Context: an optimization exercise on an open-source flow, tuned for small area, a short achievable clock period and few clock cycles. The choices shown serve that exercise and are no tape-out recipe.
Only simulation tests tie the RTL to the original design; equivalence was not proved.
Power is estimated from default activity; no workload was simulated.

==> inputs of onyx <==
Design cpu_top, start of the top module:
module cpu_top (
    input  logic        clk,
    input  logic        rst_n,
    output logic [31:0] mem_addr,
    output logic [31:0] mem_wdata,
    output logic        mem_read,
    output logic        mem_write,
    input  logic [31:0] mem_rdata,
    input  logic        mem_ready,
    output logic        halted,
    output logic [7:0]  cpu_flags
);
export LEC_CHECK = 0
export CAP_MARGIN = 30
export CELL_PAD_IN_SITES_DETAIL_PLACEMENT = 1
export CELL_PAD_IN_SITES_GLOBAL_PLACEMENT = 2
export CORE_MARGIN = 2
export CORE_UTILIZATION = 40
export CTS_CLUSTER_DIAMETER = 100
export CTS_CLUSTER_SIZE = 20
export PLACE_DENSITY = 0.55
export SLEW_MARGIN = 20
export SYNTH_HIERARCHICAL = 1
export TNS_END_PERCENT = 30
create_clock -name core_clock -period 11.0 [get_ports {clk}]
standard.sh (not shown) runs the stock make flow with config.mk's settings and CLKGATE_MAP_FILE= SYNTH_SCRIPT=/design/flow/synth_recipe.tcl, a recipe that flattens the netlist after the stock synthesis.
==> flow/flow/run.sh <==
#!/bin/bash
set -euo pipefail
bash standard.sh synth > synth.log 2>&1
bash standard.sh SETUP_SLACK_MARGIN=7 finish > layout.log 2>&1
==> yarrow: changes against onyx <==
--- a/flow/design.v
+++ b/flow/design.v
@@ -195,15 +195,15 @@
             3'd2: d_cond = ~flags_q[1];
             3'd3: d_cond = flags_q[0];
             3'd4: d_cond = ~flags_q[0];
             3'd5: d_cond = flags_q[2];
             3'd6: d_cond = ~flags_q[2];
             default: d_cond = flags_q[2] | flags_q[1];
         endcase
-        d_pred = d_br && ((r_fw || x_fw) ? ((op[2:0] == 3'd0) || mem_rdata[11]) : d_cond);
+        d_pred = d_br && ((r_fw || x_fw) ? (~op[0] || mem_rdata[11]) : d_cond);
     end
     logic [31:2] fq1, xa1, tgt;
     assign fq1 = fa_q + 30'd1;
     assign xa1 = x_a[31:2] + 30'd1;
     logic [31:14] fq1_inc, fq1_dec;
     assign fq1_inc = fq1[31:14] + 18'd1;
     assign fq1_dec = fq1[31:14] - 18'd1;
==> flow/flow/run.sh (replaced) <==
#!/bin/bash
set -euo pipefail
bash standard.sh synth > synth.log 2>&1
bash standard.sh SETUP_SLACK_MARGIN=6.5 finish > layout.log 2>&1
==> flow/config.mk (replaced) <==
export PLATFORM = sky130hd
export DESIGN_NAME = cpu_top
export DESIGN_NICKNAME = cpu_top
export VERILOG_FILES = /design/flow/design.v
export SDC_FILE = /design/flow/constraint.sdc
export NUM_CORES = 4
export LEC_CHECK = 0
export CAP_MARGIN = 30
export CELL_PAD_IN_SITES_DETAIL_PLACEMENT = 1
export CELL_PAD_IN_SITES_GLOBAL_PLACEMENT = 2
export CORE_MARGIN = 2
export CORE_UTILIZATION = 45
export CTS_CLUSTER_DIAMETER = 100
export CTS_CLUSTER_SIZE = 20
export PLACE_DENSITY = 0.6
export SLEW_MARGIN = 20
export SYNTH_HIERARCHICAL = 1
export TNS_END_PERCENT = 20
==> pepper: changes against onyx <==
--- a/flow/design.v
+++ b/flow/design.v
@@ -195,15 +195,15 @@
             3'd2: d_cond = ~flags_q[1];
             3'd3: d_cond = flags_q[0];
             3'd4: d_cond = ~flags_q[0];
             3'd5: d_cond = flags_q[2];
             3'd6: d_cond = ~flags_q[2];
             default: d_cond = flags_q[2] | flags_q[1];
         endcase
-        d_pred = d_br && ((r_fw || x_fw) ? ((op[2:0] == 3'd0) || mem_rdata[11]) : d_cond);
+        d_pred = d_br && ((r_fw || x_fw) ? (~op[0] || mem_rdata[11]) : d_cond);
     end
     logic [31:2] fq1, xa1, tgt;
     assign fq1 = fa_q + 30'd1;
     assign xa1 = x_a[31:2] + 30'd1;
     logic [31:14] fq1_inc, fq1_dec;
     assign fq1_inc = fq1[31:14] + 18'd1;
     assign fq1_dec = fq1[31:14] - 18'd1;
==> flow/flow/run.sh (replaced) <==
#!/bin/bash
set -euo pipefail
bash standard.sh synth > synth.log 2>&1
bash standard.sh SETUP_SLACK_MARGIN=6.9 finish > layout.log 2>&1
--- a/flow/config.mk
+++ b/flow/config.mk
@@ -11,8 +11,8 @@
 export CORE_MARGIN = 2
 export CORE_UTILIZATION = 40
 export CTS_CLUSTER_DIAMETER = 100
 export CTS_CLUSTER_SIZE = 20
 export PLACE_DENSITY = 0.55
 export SLEW_MARGIN = 20
 export SYNTH_HIERARCHICAL = 1
-export TNS_END_PERCENT = 30
+export TNS_END_PERCENT = 15
==> tundra: changes against onyx <==
--- a/flow/design.v
+++ b/flow/design.v
@@ -67,35 +67,45 @@
         logic [XLEN-1:0] wdata;
         logic            read;
         logic            write;
     } mem_req_t;
 endpackage
 module cpu_brtgt (
     input  logic [29:0] pc4,
-    input  logic [17:0] hi_inc,      
-    input  logic [17:0] hi_dec,      
     input  logic [11:0] imm,
     output logic [29:0] tgt
 );
     logic [12:0] g, p;
     logic [11:0] lo;
+    logic [17:0] hi, hi_inc, hi_dec, ci, bi;
     always_comb begin
         g = {pc4[11:0] & imm, 1'b0};
         p = {pc4[11:0] ^ imm, 1'b0};
         for (int d = 1; d <= 12; d = d * 2) begin
             for (int i = 12; i >= d; i--) begin
                 g[i] = g[i] | (p[i] & g[i-d]);
                 p[i] = p[i] & p[i-d];
             end
         end
         lo = (pc4[11:0] ^ imm) ^ g[11:0];
+        hi = pc4[29:12];
+        ci = {hi[16:0], 1'b1};
+        bi = {~hi[16:0], 1'b1};
+        for (int d = 1; d < 18; d = d * 2) begin
+            for (int i = 17; i > d; i--) begin
+                ci[i] = ci[i] & ci[i-d];
+                bi[i] = bi[i] & bi[i-d];
+            end
+        end
+        hi_inc = hi ^ ci;
+        hi_dec = hi ^ bi;
         case ({imm[11], g[12]})
             2'b01:   tgt = {hi_inc, lo};
             2'b10:   tgt = {hi_dec, lo};
-            default: tgt = {pc4[29:12], lo};
+            default: tgt = {hi, lo};
         endcase
     end
 endmodule
 module cpu_core (
     input  logic        clk,
     input  logic        rst_n,
     output logic [31:0] mem_addr,
@@ -112,14 +122,15 @@
     logic        halted_q;
     logic        r_ld, r_st, r_br, r_rw, r_fw, r_halt;
     logic [4:0]  r_rb, r_rd;         
     logic [18:0] r_imm;
     logic [2:0]  r_cc;
     logic        r_add, r_sub, r_and, r_or, r_xor, r_not;
     logic        r_shl, r_shr, r_sar, r_set, r_li, r_useimm, r_pred;
+    logic [31:2] r_alt;          
     logic        x_ld, x_st, x_br, x_rw, x_fw, x_halt;
     logic [4:0]  x_rd;
     logic [31:0] x_a, x_b;
     logic        x_cond;         
     logic        x_use;          
     logic        x_add, x_sub, x_and, x_or, x_xor, x_not;
     logic        x_shl, x_shr, x_sar, x_set, x_pass;
@@ -163,15 +174,15 @@
     assign mem_read  = ~halt_c & ~x_st;
     assign mem_write = x_st;
     assign halted    = halt_c;
     assign cpu_flags = {4'd0, flags_q};
     logic [5:0]  op;
     logic        d_ld, d_st, d_br, d_rw, d_fw, d_halt;
     logic        d_add, d_sub, d_and, d_or, d_xor, d_not;
-    logic        d_shl, d_shr, d_sar, d_set, d_li, d_useimm, d_pred, d_cond;
+    logic        d_shl, d_shr, d_sar, d_set, d_li, d_useimm, d_pred;
     assign op = mem_rdata[31:26];
     always_comb begin
         d_add = (op == 6'h00) || (op == 6'h0D);
         d_sub = (op == 6'h01) || (op == 6'h0B) || (op == 6'h0E) || (op == 6'h0F);
         d_and = (op == 6'h02);
         d_or  = (op == 6'h03);
         d_xor = (op == 6'h04);
@@ -185,34 +196,21 @@
         d_li  = (op == 6'h12);
         d_br  = (op[5:3] == 3'b100);
         d_set = (op[5:3] == 3'b110) && (op[2:1] != 2'b11);
         d_halt = (op == 6'h3E);
         d_fw  = (op[5:4] == 2'b00) && (op[3:0] != 4'h8) && (op[3:0] != 4'h9) &&
                 (op[3:0] != 4'hA);
         d_rw  = (d_fw && (op != 6'h0B) && (op != 6'h0F)) || d_ld || d_li || d_set;
-        case (op[2:0])
-            3'd0: d_cond = 1'b1;
-            3'd1: d_cond = flags_q[1];
-            3'd2: d_cond = ~flags_q[1];
-            3'd3: d_cond = flags_q[0];
-            3'd4: d_cond = ~flags_q[0];
-            3'd5: d_cond = flags_q[2];
-            3'd6: d_cond = ~flags_q[2];
-            default: d_cond = flags_q[2] | flags_q[1];
-        endcase
-        d_pred = d_br && ((r_fw || x_fw) ? ((op[2:0] == 3'd0) || mem_rdata[11]) : d_cond);
+        d_pred = d_br && ((op[2:0] == 3'd0) || mem_rdata[11]);
     end
-    logic [31:2] fq1, xa1, tgt;
+    logic [31:2] fq1, xa1, pc4, tgt;
     assign fq1 = fa_q + 30'd1;
     assign xa1 = x_a[31:2] + 30'd1;
-    logic [31:14] fq1_inc, fq1_dec;
-    assign fq1_inc = fq1[31:14] + 18'd1;
-    assign fq1_dec = fq1[31:14] - 18'd1;
-    cpu_brtgt u_brtgt (.pc4(fq1), .hi_inc(fq1_inc), .hi_dec(fq1_dec),
-                       .imm(mem_rdata[11:0]), .tgt(tgt));
+    assign pc4 = redirect ? xa1 : fq1;
+    cpu_brtgt u_brtgt (.pc4(pc4), .imm(mem_rdata[11:0]), .tgt(tgt));
     logic [31:0] rf_a, rf_b, imm32, a_n, a_o, b_n, b_o;
     logic        fwd_a, fwd_b;
     logic        cb, cs, cond_n;
     logic [31:0] regs [32];
     logic [31:0] vld, wsel;
     always_comb begin
         for (int i = 0; i < 32; i++)
@@ -238,20 +236,14 @@
             rf_b = rf_b | ({32{vld[i] && (r_rb == 5'(i))}} & regs[i]);
         end
     end
     assign fwd_a = x_rw && (x_rd == r_imm[18:14]);
     assign fwd_b = x_rw && (x_rd == r_rb);
     assign imm32 = r_li ? {13'd0, r_imm} : {{20{r_imm[11]}}, r_imm[11:0]};
     assign a_o   = r_br ? {r_alt, 2'b00} : ((fwd_a & x_ld) ? mem_rdata : rf_a);
-    logic [31:2] r_alt;
-    logic [31:0] r_simm;
-    logic [30:0] alt_c;
-    assign r_simm = {{20{r_imm[11]}}, r_imm[11:0]} ^ {32{r_pred}};
-    assign alt_c  = {fa_q, 1'b1} + {r_simm[29:0], r_pred};
-    assign r_alt  = alt_c[30:1];
     assign a_n   = (fwd_a & ~x_ld & ~r_br) ? res : a_o;
     assign b_o   = (r_useimm | r_li) ? imm32 : ((fwd_b & x_ld) ? mem_rdata : rf_b);
     assign b_n   = (fwd_b & ~x_ld & ~r_useimm & ~r_li) ? res : b_o;
     logic [7:0] tt;
     always_comb begin
         for (int f = 0; f < 8; f++) begin
             logic c, z, n;
@@ -304,15 +296,15 @@
                 end
                 if (x_mem) begin
                     r_ld <= 1'b0; r_st <= 1'b0; r_br <= 1'b0;
                     r_rw <= 1'b0; r_fw <= 1'b0; r_halt <= 1'b0;
                 end else begin
                     r_ld <= d_ld; r_st <= d_st; r_br <= d_br;
                     r_rw <= d_rw; r_fw <= d_fw; r_halt <= d_halt;
-                    fa_q <= redirect ? xa1 : (d_pred ? tgt : fq1);
+                    fa_q <= d_pred ? tgt : pc4;
                 end
             end
         end
     end
     always_ff @(posedge clk) begin
         if (adv) begin
             x_rd   <= r_rd;
@@ -344,15 +336,16 @@
             r_not    <= d_not;
             r_shl    <= d_shl;
             r_shr    <= d_shr;
             r_sar    <= d_sar;
             r_set    <= d_set;
             r_li     <= d_li;
             r_useimm <= d_useimm;
-            r_pred   <= d_pred & ~redirect;
+            r_pred   <= d_pred;
+            r_alt    <= d_pred ? pc4 : tgt;
         end
     end
 endmodule
 module cpu_top (
     input  logic        clk,
     input  logic        rst_n,
     output logic [31:0] mem_addr,
==> flow/flow/run.sh (replaced) <==
#!/bin/bash
set -euo pipefail
bash standard.sh synth > synth.log 2>&1
bash standard.sh SETUP_SLACK_MARGIN=6.5 finish > layout.log 2>&1
==> flow/config.mk (replaced) <==
export PLATFORM = sky130hd
export DESIGN_NAME = cpu_top
export DESIGN_NICKNAME = cpu_top
export VERILOG_FILES = /design/flow/design.v
export SDC_FILE = /design/flow/constraint.sdc
export NUM_CORES = 4
export LEC_CHECK = 0
export CAP_MARGIN = 30
export CELL_PAD_IN_SITES_DETAIL_PLACEMENT = 1
export CELL_PAD_IN_SITES_GLOBAL_PLACEMENT = 2
export CORE_MARGIN = 2
export CORE_UTILIZATION = 50
export PLACE_DENSITY = 0.6
export SLEW_MARGIN = 20
export SYNTH_HIERARCHICAL = 1
export TNS_END_PERCENT = 10
==> metrics.md <==
| Metric | Value |
|---|---|
| CP required | 11,710 ps |
| Status | complete, no violations |
| Register area | 0.0374 mm^2 |
| P_int | 9380 uW |
| First-pass GRT wire length | 470,000 um |
| Yosys reg bits | 1,260 |
| Pwr/cell area | 185 mW/mm^2 |
| Tcrit/Tclk final | 44.5% |
| Inserted Diodes | 14 |
| Fill count | 12,700 |
The numbers above come from tundra.

==> metrics.md <==
| Metric | Value |
|---|---|
| Die ar. | 0.167 mm^2 |
| Register area | 0.0366 mm^2 |
| CP required | 11,660 ps |
| Fill count | 16,700 |
| Signal buffers share of area | 6.87% |
| Yosys reg bits | 1,230 |
| Tcrit/Tclk final | 41.4% |
| Hold WS | 424 ps |
| P_int | 8330 uW |
| Sequential power | 5760 uW |
| Status | complete, no violations |
| Inserted Diodes | 9 |
| Pwr/cell area | 169 mW/mm^2 |
| Final setup violation count | 0 |
The numbers above come from pepper.

==> metrics.md <==
| Metric | Value |
|---|---|
| Max-cap viol count | 1 |
| Fill count | 14,700 |
| Tcrit/Tclk final | 44.4% |
| Yosys reg bits | 1,230 |
| Register area | 0.0366 mm^2 |
| SO Viols | max-capacitance violations, max-slew violations |
| Slew Limit Fails | 5 |
| Status | complete, but fails checks |
| Inserted Diodes | 11 |
| Pwr/cell area | 167 mW/mm^2 |
| CP required | 11,330 ps |
The numbers above come from yarrow.

==> metrics.md <==
| Metric | Value |
|---|---|
| Pwr/cell area | 165 mW/mm^2 |
| Yosys reg bits | 1,230 |
| First-pass GRT wire length | 509,000 um |
| Post-DP Area | 0.0702 mm^2 |
| Status | complete, no violations |
| CP required | 11,480 ps |
| Multi-input logic area | 0.0293 mm^2 |
| Syn-to-layout area delta | 19.7% |
| Clock Power | 3040 uW |
| Fill count | 16,500 |
| P_int | 8400 uW |
| Overflow after GRT | 0 |
The numbers above come from onyx.

Testbench counts of onyx, summed over its fixed seeds: cycles 31,909.
Testbench counts of yarrow, summed over its fixed seeds: cycles 31,599.
Testbench counts of pepper, summed over its fixed seeds: cycles 31,599.
Testbench counts of tundra, summed over its fixed seeds: cycles 32,066.

==> afterwards: timing with drivers on the ports <==
The flow's constraints put no driver on any port. The routed layouts listed below were extracted and timed again, unchanged, in two steps.
Step 1: set_driving_cell puts a clkbuf_16 on clk and a buf_2 on each other input, an assumption about the parent block.
Step 2, shift: input delay + t, output delay - t, t = (earliest + latest rising clock arrival at the registers) / 2. This alone moves slack from input paths to output paths.
Three values: ideal, step 1, step 2; two values: the first two.
run	shift t [ns]	setup slack, ns	pins driven straight from the clock port
onyx	0.833	6.470 / 6.461 / 6.009	1
yarrow	0.825	6.114 / 6.114 / 5.879	1
pepper	0.840	6.447 / 6.447 / 5.988	1
tundra	0.861	6.110 / 6.110 / 5.311	1
The setup slack of tundra, which loses most, moves by 0.000 ns with the drivers and by -0.799 ns with both steps.
